This is an optimization exercise on Yosys and OpenROAD, whose aim is small area, not a production implementation. In this exercise RTL edits were held to simulation tests only and were not proved equivalent to the original. Power and IR drop assume default switching activity.

// traceDisasm
module traceDisasm (
    input  logic                   clk,
    input  logic                   reset,
    input  logic                   retire,
    input  traceLinePkg::retireRec retireData,
    output logic                   charValid,
    output logic [7:0]             charData,
    output logic                   lineDone,
    output logic [16-1:0]  dropCount
);
clock: 10.0 ns
lec_check: 0
abc_area: 1
cap_margin: 20
core_margin: 2
core_utilization: 40
cts_buf_list: sky130_fd_sc_hd__clkbuf_8
slew_margin: 20
standard.sh (not shown) runs the stock make flow with config.mk's settings and CLKGATE_MAP_FILE= SYNTH_SCRIPT=/design/flow/synth_recipe.tcl, a recipe that flattens the netlist after the stock synthesis.
==> flow/flow/run.sh <==
#!/bin/bash
# The standard layout (standard.sh) with two changes:
#  - synthesis maps logic with an area-oriented ABC script (flow/synth.tcl);
#  - the port buffers are the smallest buffer, sky130_fd_sc_hd__buf_1.
# Each tool's full output goes to the ORFS logs under orfs/logs and, for the
# whole run, to standard.log in this folder.
set -euo pipefail
W=$(pwd)
bash standard.sh SYNTH_SCRIPT="$W/flow/synth.tcl" \
  "BUFFER_PORTS_ARGS=-buffer_cell sky130_fd_sc_hd__buf_1" finish > "$W/standard.log" 2>&1
==> flow/flow/area.abc <==
strash
ifraig
scorr
dc2
drw
drf
dc2
strash
&get -n
&deepsyn -T 60 -S 7
&put
strash
dch -f
amap
topo
==> flow/flow/synth.tcl <==
# Standard synthesis (synth_recipe.tcl, unchanged) with one difference: the
# technology-mapping ABC call uses an area-oriented script (area.abc, with ABC's deep AIG synthesis) in place
# of ORFS's delay-oriented one. Registers are mapped by dfflibmap before ABC,
# so they are the standard synthesis's registers.
set area_abc [file join [file dirname [file normalize [info script]]] area.abc]
proc abc {args} {
  global area_abc
  set i [lsearch -exact $args -script]
  if {$i >= 0} {
    lset args [expr {$i + 1}] $area_abc
  }
  yosys abc {*}$args
}
source [file join [file dirname [file dirname [file normalize [info script]]]] synth_recipe.tcl]
The first run finished clean.
==> next run, changes <==
==> flow/flow/run.sh (replaced) <==
#!/bin/bash
# The standard layout (standard.sh) with three changes:
#  - synthesis maps logic with an area-oriented ABC script (flow/synth.tcl,
#    flow/area.abc); registers are mapped before ABC, as in the standard flow;
#  - the port buffers are the smallest buffer, sky130_fd_sc_hd__buf_1;
#  - clock tree synthesis inserts no dummy loads.
# Each tool's full output goes to the ORFS logs under orfs/logs and, for the
# whole run, to standard.log in this folder.
set -euo pipefail
W=$(pwd)
bash standard.sh SYNTH_SCRIPT="$W/flow/synth.tcl" \
  "BUFFER_PORTS_ARGS=-buffer_cell sky130_fd_sc_hd__buf_1" \
  "CTS_ARGS=-sink_clustering_enable -repair_clock_nets -buf_list sky130_fd_sc_hd__clkbuf_8 -dont_use_dummy_load" \
  finish > "$W/standard.log" 2>&1
Settings changed: CORE_UTILIZATION 40 to 65.
=> Clock-buffer cell count is unchanged; clock skew rose by 0.022 ns; design area went down by 2.4%; global-route usage goes up by 14 points; wire length climbs by 1.8%; sequential cell count stays the same; synthesized cell count does not change.
==> next run, changes <==
==> flow/flow/run.sh (replaced) <==
#!/bin/bash
# The standard layout (standard.sh) with two changes:
#  - synthesis maps logic with an area-oriented ABC script (flow/synth.tcl);
#  - the port buffers are the smallest buffer, sky130_fd_sc_hd__buf_1.
# Each tool's full output goes to the ORFS logs under orfs/logs and, for the
# whole run, to standard.log in this folder.
set -euo pipefail
W=$(pwd)
bash standard.sh SYNTH_SCRIPT="$W/flow/synth.tcl" \
  "BUFFER_PORTS_ARGS=-buffer_cell sky130_fd_sc_hd__buf_1" finish > "$W/standard.log" 2>&1
==> flow/flow/area.abc (replaced) <==
strash
ifraig
scorr
dc2
drw
drf
dc2
strash
dch -f
amap
topo
--- a/flow/flow/synth.tcl
+++ b/flow/flow/synth.tcl
@@ -2 +2 @@
-# technology-mapping ABC call uses an area-oriented script (area.abc, with ABC's deep AIG synthesis) in place
+# technology-mapping ABC call uses an area-oriented script (area.abc) in place
Settings changed: CORE_UTILIZATION 65 to 40, CTS_CLUSTER_DIAMETER from default to 200, CTS_CLUSTER_SIZE from default to 40.
=>
- first-iteration DRC count fell by 36%
- global-route usage is lower by 14 points
- synthesized area is higher by 5.3%
- final area increases by 7.8%
- count of clock-buffer cells in the layout rose by 1
- worst hold slack is about the same
- utilization decreases by 29 points
- total power grows by 29%
==> next run, changes <==
==> flow/flow/run.sh (replaced) <==
#!/bin/bash
# The standard layout (standard.sh) with three changes:
#  - synthesis maps logic with an area-oriented ABC script (flow/synth.tcl,
#    flow/area.abc); registers are mapped before ABC, as in the standard flow;
#  - the port buffers are the smallest buffer, sky130_fd_sc_hd__buf_1;
#  - clock tree synthesis inserts no dummy loads.
# Each tool's full output goes to the ORFS logs under orfs/logs and, for the
# whole run, to standard.log in this folder.
set -euo pipefail
W=$(pwd)
bash standard.sh SYNTH_SCRIPT="$W/flow/synth.tcl" \
  "BUFFER_PORTS_ARGS=-buffer_cell sky130_fd_sc_hd__buf_1" \
  "CTS_ARGS=-sink_clustering_enable -repair_clock_nets -buf_list sky130_fd_sc_hd__clkbuf_8 -dont_use_dummy_load" \
  finish > "$W/standard.log" 2>&1
==> flow/flow/area.abc (replaced) <==
strash
ifraig
scorr
dc2
drw
drf
dc2
strash
&get -n
&deepsyn -T 60 -S 7
&put
strash
dch -f
amap
topo
--- a/flow/flow/synth.tcl
+++ b/flow/flow/synth.tcl
@@ -2 +2 @@
-# technology-mapping ABC call uses an area-oriented script (area.abc) in place
+# technology-mapping ABC call uses an area-oriented script (area.abc, with ABC's deep AIG synthesis) in place
Settings changed: CTS_CLUSTER_DIAMETER 200 to default, CTS_CLUSTER_SIZE 40 to default.
=> The new run ran to the end with no violations; final cell count is lower by 9.4%; first-iteration DRC count fell by 34%; worst setup slack improves by 0.29 ns; routed wire length falls by 6.0%; design area falls by 6.2%; synthesized cell count decreases by 8.6%.

==> static timing again, ports no longer ideal <==
The flow's constraints put no driver on any port. The routed layouts listed below were extracted and timed again, unchanged, in two steps. Step 1: set_driving_cell puts a clkbuf_16 on clk and a buf_2 on each other input, an assumption about the parent block. Step 2 also shifts input and output timing later by t, the mid clock arrival at the registers, as if the neighbouring blocks saw the same clock. Slacks: ideal ports / drivers / drivers and shift; pairs: ideal ports / drivers.
| run | t (ns) | setup slack, ns | worst setup path at the end | worst slew at a driven data input, ns |
|---|---|---|---|---|
| the first run | 0.406 | 3.230 / 3.193 / 3.599 | register to output | 0.04 |
| the second run | 0.377 | 3.371 / 3.339 / 3.715 | register to output | 0.05 |
| the third run | 0.397 | 2.962 / 2.926 / 3.323 | register to output | 0.04 |
| the fourth run | 0.394 | 3.256 / 3.219 / 3.613 | register to output | 0.04 |
After both steps every run listed still meets setup and hold.
